From an optimization exercise on the open Yosys and OpenROAD flow, aimed at small area, a short achievable clock period and few clock cycles per item; shortcuts taken in it are not production practice. Function was checked by simulation only, so behaviour that the tests miss may differ from the original.

Setup of exp/garnet:
Design gravity_orientation_classifier_top, start of the top module:
module gravity_orientation_classifier_top
#(
  parameter int unsigned FifoDepth = 16
) (
  input  logic               clk_i,
  input  logic               rst_ni,
  input  logic               psel,
  input  logic               penable,
  input  logic               pwrite,
  input  logic        [2:0]  paddr,
  input  logic        [31:0] pwdata,
  output logic        [31:0] prdata,
  output logic               pready,
  input  logic               in_valid_i,
  output logic               in_ready_o,
  input  logic signed [15:0] gravity_x_i,
  input  logic signed [15:0] gravity_y_i,
  input  logic signed [15:0] gravity_z_i,
  input  logic        [31:0] time_ms_i,
  input  logic               is_gravity_type_i,
  output logic               out_valid_o,
  input  logic               out_ready_i,
  output logic        [2:0]  orientation_o,
  output logic signed [9:0]  angle_deg_o,
  output logic               is_flat_o
);
export LEC_CHECK = 0
export CAP_MARGIN = 20
export CORE_MARGIN = 2
export CORE_UTILIZATION = 40
export SLEW_MARGIN = 20
create_clock -name core_clock -period 10.0 [get_ports {clk_i}]
standard.sh (not shown) runs the stock make flow with config.mk's settings and CLKGATE_MAP_FILE= SYNTH_SCRIPT=/design/flow/synth_recipe.tcl, a recipe that flattens the netlist after the stock synthesis.
==> flow/flow/run.sh <==
#!/bin/bash
set -euo pipefail
export SETUP_SLACK_MARGIN=6.2
bash standard.sh > standard.log 2>&1
exp/garnet finished every stage and its layout cleared the timing, DRC and antenna checks.
Testbench counts of exp/garnet, summed over its fixed seeds: cycles 2,703, items 1,797.
diff inputs: exp/garnet => exp/amber
- CORE_UTILIZATION: 40 -> 55
### Flow results
- Of exp/amber and exp/garnet, the run reporting the higher post-route met1 wirelength was exp/amber.
- Relative to exp/garnet, non-clock buffer count has gone up in exp/amber.

## willow
Another version of the RTL of gravity_orientation_classifier_top (not shown whole).
Size in the first run: roughly 1400 flip-flops, roughly 170 I/O pins, ~87000 sq um of cells after synthesis.
## gravity_orientation_classifier_top
module gravity_orientation_classifier_top
#(
  parameter int unsigned FifoDepth = 16
) (
  input  logic               clk_i,
  input  logic               rst_ni,
  input  logic               psel,
  input  logic               penable,
  input  logic               pwrite,
  input  logic        [2:0]  paddr,
  input  logic        [31:0] pwdata,
  output logic        [31:0] prdata,
  output logic               pready,
  input  logic               in_valid_i,
  output logic               in_ready_o,
  input  logic signed [15:0] gravity_x_i,
  input  logic signed [15:0] gravity_y_i,
  input  logic signed [15:0] gravity_z_i,
  input  logic        [31:0] time_ms_i,
  input  logic               is_gravity_type_i,
  output logic               out_valid_o,
  input  logic               out_ready_i,
  output logic        [2:0]  orientation_o,
  output logic signed [9:0]  angle_deg_o,
  output logic               is_flat_o
);
clock: 10.0 ns
lec_check: 0
abc_area: 1
cap_margin: 20
core_margin: 2
core_utilization: 40
cts_cluster_diameter: 100
cts_cluster_size: 30
slew_margin: 20
Scripts as last shown in full above: flow/flow/run.sh
willow went all the way through synthesis, placement and routing and the layout is clean on timing, DRC and antenna.
Testbench counts of willow, summed over its fixed seeds: cycles 2,703, items 1,797.
[inputs] xenon vs willow
- clearing ABC_AREA, which used to be 1
### Flow results
Worst hold slack in xenon is 0.010 ns higher than in willow. Measured against each other, xenon and willow differ in clock period minus final worst setup slack, the lower figure coming from willow. For willow, the worst setup path category was reg2out, unlike xenon, where it was in2reg. When xenon is measured against willow, its worst slack after detailed placement turns out 0.17 ns lower. willow ended up with clkdlybuf4s50_1 as its library cell contributing the largest single delay on the critical path; xenon ended up with or3_4. Compared with willow, xenon shows a number of clock buffers in the layout that is 1 lower. Run comparison: xenon beginning of the critical path time_ms_i[19]; willow beginning of the critical path fv_q[0]$_DFFE_PN0P_. Total number of cells along the worst setup path: xenon vs willow up 9. In the reports for xenon and willow, the larger worst-case reg-to-reg path depth belongs to willow.
## Diff of input files: nickel against xenon
- swapping 100 for 80 in CTS_CLUSTER_DIAMETER
- swapping 30 for 24 in CTS_CLUSTER_SIZE
Findings:
- Going from xenon to nickel, required time reported for the critical path endpoint grows by 0.02 ns.
- Die area: nickel vs xenon — no meaningful difference
- nickel and xenon ended up with nearly the same multi-input gate count.
- Cell area | nickel vs xenon | nickel larger
- Number of nets in the final layout: lower on xenon

rev 12:
Another version of the RTL of gravity_orientation_classifier_top (not shown whole).
Size: ~9,000 cells after synthesis, ~170 I/O pins.
Settings: LEC_CHECK=0, CAP_MARGIN=20, CORE_MARGIN=2, CORE_UTILIZATION=40, SLEW_MARGIN=20; clock period 10.0 ns.
==> flow/flow/run.sh <==
#!/bin/bash
set -euo pipefail
export SETUP_SLACK_MARGIN=6.5
bash standard.sh > standard.log 2>&1
Rev 12 finished every stage and its layout cleared the timing, DRC and antenna checks.
Testbench counts of rev 12, summed over its fixed seeds: cycles 2,709, items 1,797.
Edits applied to the flow inputs when going from rev 12 to rev 13:
==> flow/run.sh (new file) <==
#!/bin/bash
# synth_recipe.tcl (not shown) runs the flow's synth.tcl, then flattens the netlist and writes it again
# the make line also repeats each setting of config.mk as NAME=value (left out here)
make -C /OpenROAD-flow-scripts/flow DESIGN_CONFIG=/design/flow/config.mk WORK_HOME=/design/flow/orfs CLKGATE_MAP_FILE= SYNTH_SCRIPT=/design/flow/synth_recipe.tcl finish
-- flow/config.mk --
<<< rev 12, line 11
>>> rev 13, line 11
export SETUP_SLACK_MARGIN = 5
removed: flow/flow/run.sh
removed: flow/standard.sh
[summary]
Changes observed in rev 13 relative to rev 12: shortest period the worst path allows picked up an extra 52 ps, signed area change from the synthesized netlist to the final layout fell by 7.3 points.
NOTE wire length of the first global-routing pass rev 12->rev 13 decreased by a few percent

Setup of MS:
gravity_orientation_classifier_top, a different RTL version from the one above (not shown whole).
Size in the first run: roughly 9200 cells after synthesis, roughly 1500 flip-flops, about 170 I/O pins.
export LEC_CHECK = 0
export CAP_MARGIN = 20
export CORE_MARGIN = 2
export CORE_UTILIZATION = 40
export SLEW_MARGIN = 20
create_clock -name core_clock -period 10.0 [get_ports {clk_i}]
==> flow/flow/run.sh <==
#!/bin/bash
set -euo pipefail
export SETUP_SLACK_MARGIN=6.2
bash standard.sh > standard.log 2>&1
MS did not stop at any stage, and its layout met the timing, DRC and antenna checks.
Testbench counts of MS, summed over its fixed seeds: cycles 2,703, items 1,797.
Modified inputs, PW compared to MS
--- a/flow/flow/run.sh
+++ b/flow/flow/run.sh
@@ -3 +3 @@
-export SETUP_SLACK_MARGIN=6.2
+export SETUP_SLACK_MARGIN=6.0
Notes after the runs:
- PW: detail-routed net length per standard cell lower than MS
- Final-layout worst hold slack: PW vs MS down 12 ps
- Compared with MS, PW shows a lower worst setup slack.
- Via count: PW vs MS down 947
- Max minimum period implied by the final worst setup slack across MS and PW: PW

gravity_orientation_classifier_top, a different RTL version from the one above (not shown whole).
Size in the first run: ~10000 cells after synthesis.
clock: 10.0 ns
lec_check: 0
abc_area: 1
cap_margin: 20
core_margin: 2
core_utilization: 40
cts_cluster_diameter: 100
cts_cluster_size: 30
slew_margin: 20
==> flow/flow/run.sh <==
#!/bin/bash
set -euo pipefail
export SETUP_SLACK_MARGIN=6.8
bash standard.sh > standard.log 2>&1
The first run went through all stages and came out clean.
Testbench counts at the start, summed over its fixed seeds: cycles 2,703, items 1,797.
Rerun with:
==> flow/flow/run.sh (replaced) <==
#!/bin/bash
set -euo pipefail
export SETUP_SLACK_MARGIN=6.5
bash standard.sh > standard.log 2>&1
Worst setup slack gets worse by 35 ps; hold slack gets worse by 7.3 ps; cell count falls by 1.5%; fmax falls by 1.0%; die area is unchanged.
Rerun with:
==> flow/flow/run.sh (replaced) <==
#!/bin/bash
set -euo pipefail
export SETUP_SLACK_MARGIN=6.4
bash standard.sh > standard.log 2>&1
Outcome:
- register-to-register slack is worse by 40 ps
- design area hardly moves
- sequential share of layout area stays flat

gravity_orientation_classifier_top again, from the RTL that the note above started with.
clock: 10.0 ns
lec_check: 0
abc_area: 1
cap_margin: 20
core_margin: 2
core_utilization: 40
cts_cluster_diameter: 100
cts_cluster_size: 30
slew_margin: 20
==> flow/flow/run.sh <==
#!/bin/bash
set -euo pipefail
export SETUP_SLACK_MARGIN=6.2
bash standard.sh > standard.log 2>&1
The baseline finished clean.
Testbench counts at the start, summed over its fixed seeds: cycles 2,703, items 1,797.
Edit:
==> flow/flow/run.sh (replaced) <==
#!/bin/bash
set -euo pipefail
export SETUP_SLACK_MARGIN=6.6
bash standard.sh > standard.log 2>&1
Design area climbs by 2.3%.
Worst setup slack gets better by 0.26 ns.
Die area stays the same.
Core utilization climbs by 0.99 points.
Edit:
==> flow/flow/run.sh (replaced) <==
#!/bin/bash
set -euo pipefail
export SETUP_SLACK_MARGIN=6.7
bash standard.sh > standard.log 2>&1
Effect: Setup slack improved by 0.017 ns; hold slack is about the same.

==> what the ideal ports hide <==
In the flow no input, the clock included, has a driving cell. The finished layouts below were timed again as built, in two steps.
Step 1 sets driving cells, clkbuf_16 on the clock port and buf_2 on the other inputs (assumed; they add their load-dependent delay and slew).
Step 2 times the ports against the registers' clock, not the clock port: input delays grow and output delays shrink by t, the midpoint of the rising clock arrivals with the driver on.
Slacks: ideal ports / drivers / drivers and shift; pairs: ideal ports / drivers.
run	t (ns)	slack for setup (ns)	worst setup path after step 2	pins driven straight from the clock port
exp/garnet	0.894	6.238 / 6.210 / 5.370	input to register	1
exp/amber	0.873	6.210 / 6.207 / 5.386	input to register	1
willow	0.795	6.297 / 6.197 / 5.402	input to register	1
xenon	0.821	6.141 / 6.155 / 5.335	input to register	1
nickel	0.830	6.115 / 6.160 / 5.331	input to register	1
rev 12	0.867	5.245 / 5.245 / 5.245	register to register	1
rev 13	0.873	5.193 / 5.193 / 5.193	register to register	1
MS	0.893	6.065 / 6.065 / 5.402	input to register	1
PW	0.889	6.013 / 6.013 / 5.240	input to register	1
the first run of note 5	0.802	6.565 / 6.472 / 5.811	input to register	1
the second run of note 5	0.834	6.530 / 6.442 / 5.732	input to register	1
the third run of note 5	0.809	6.420 / 6.334 / 5.663	input to register	1
the first run of note 6	0.798	6.282 / 6.252 / 5.541	input to register	1
the second run of note 6	0.830	6.539 / 6.452 / 5.812	input to register	1
the third run of note 6	0.799	6.556 / 6.468 / 5.729	input to register	1
After both steps every run listed still meets setup and hold. For willow, which loses most, drivers alone change the setup slack by -0.100 ns; drivers and shift together by -0.895 ns.
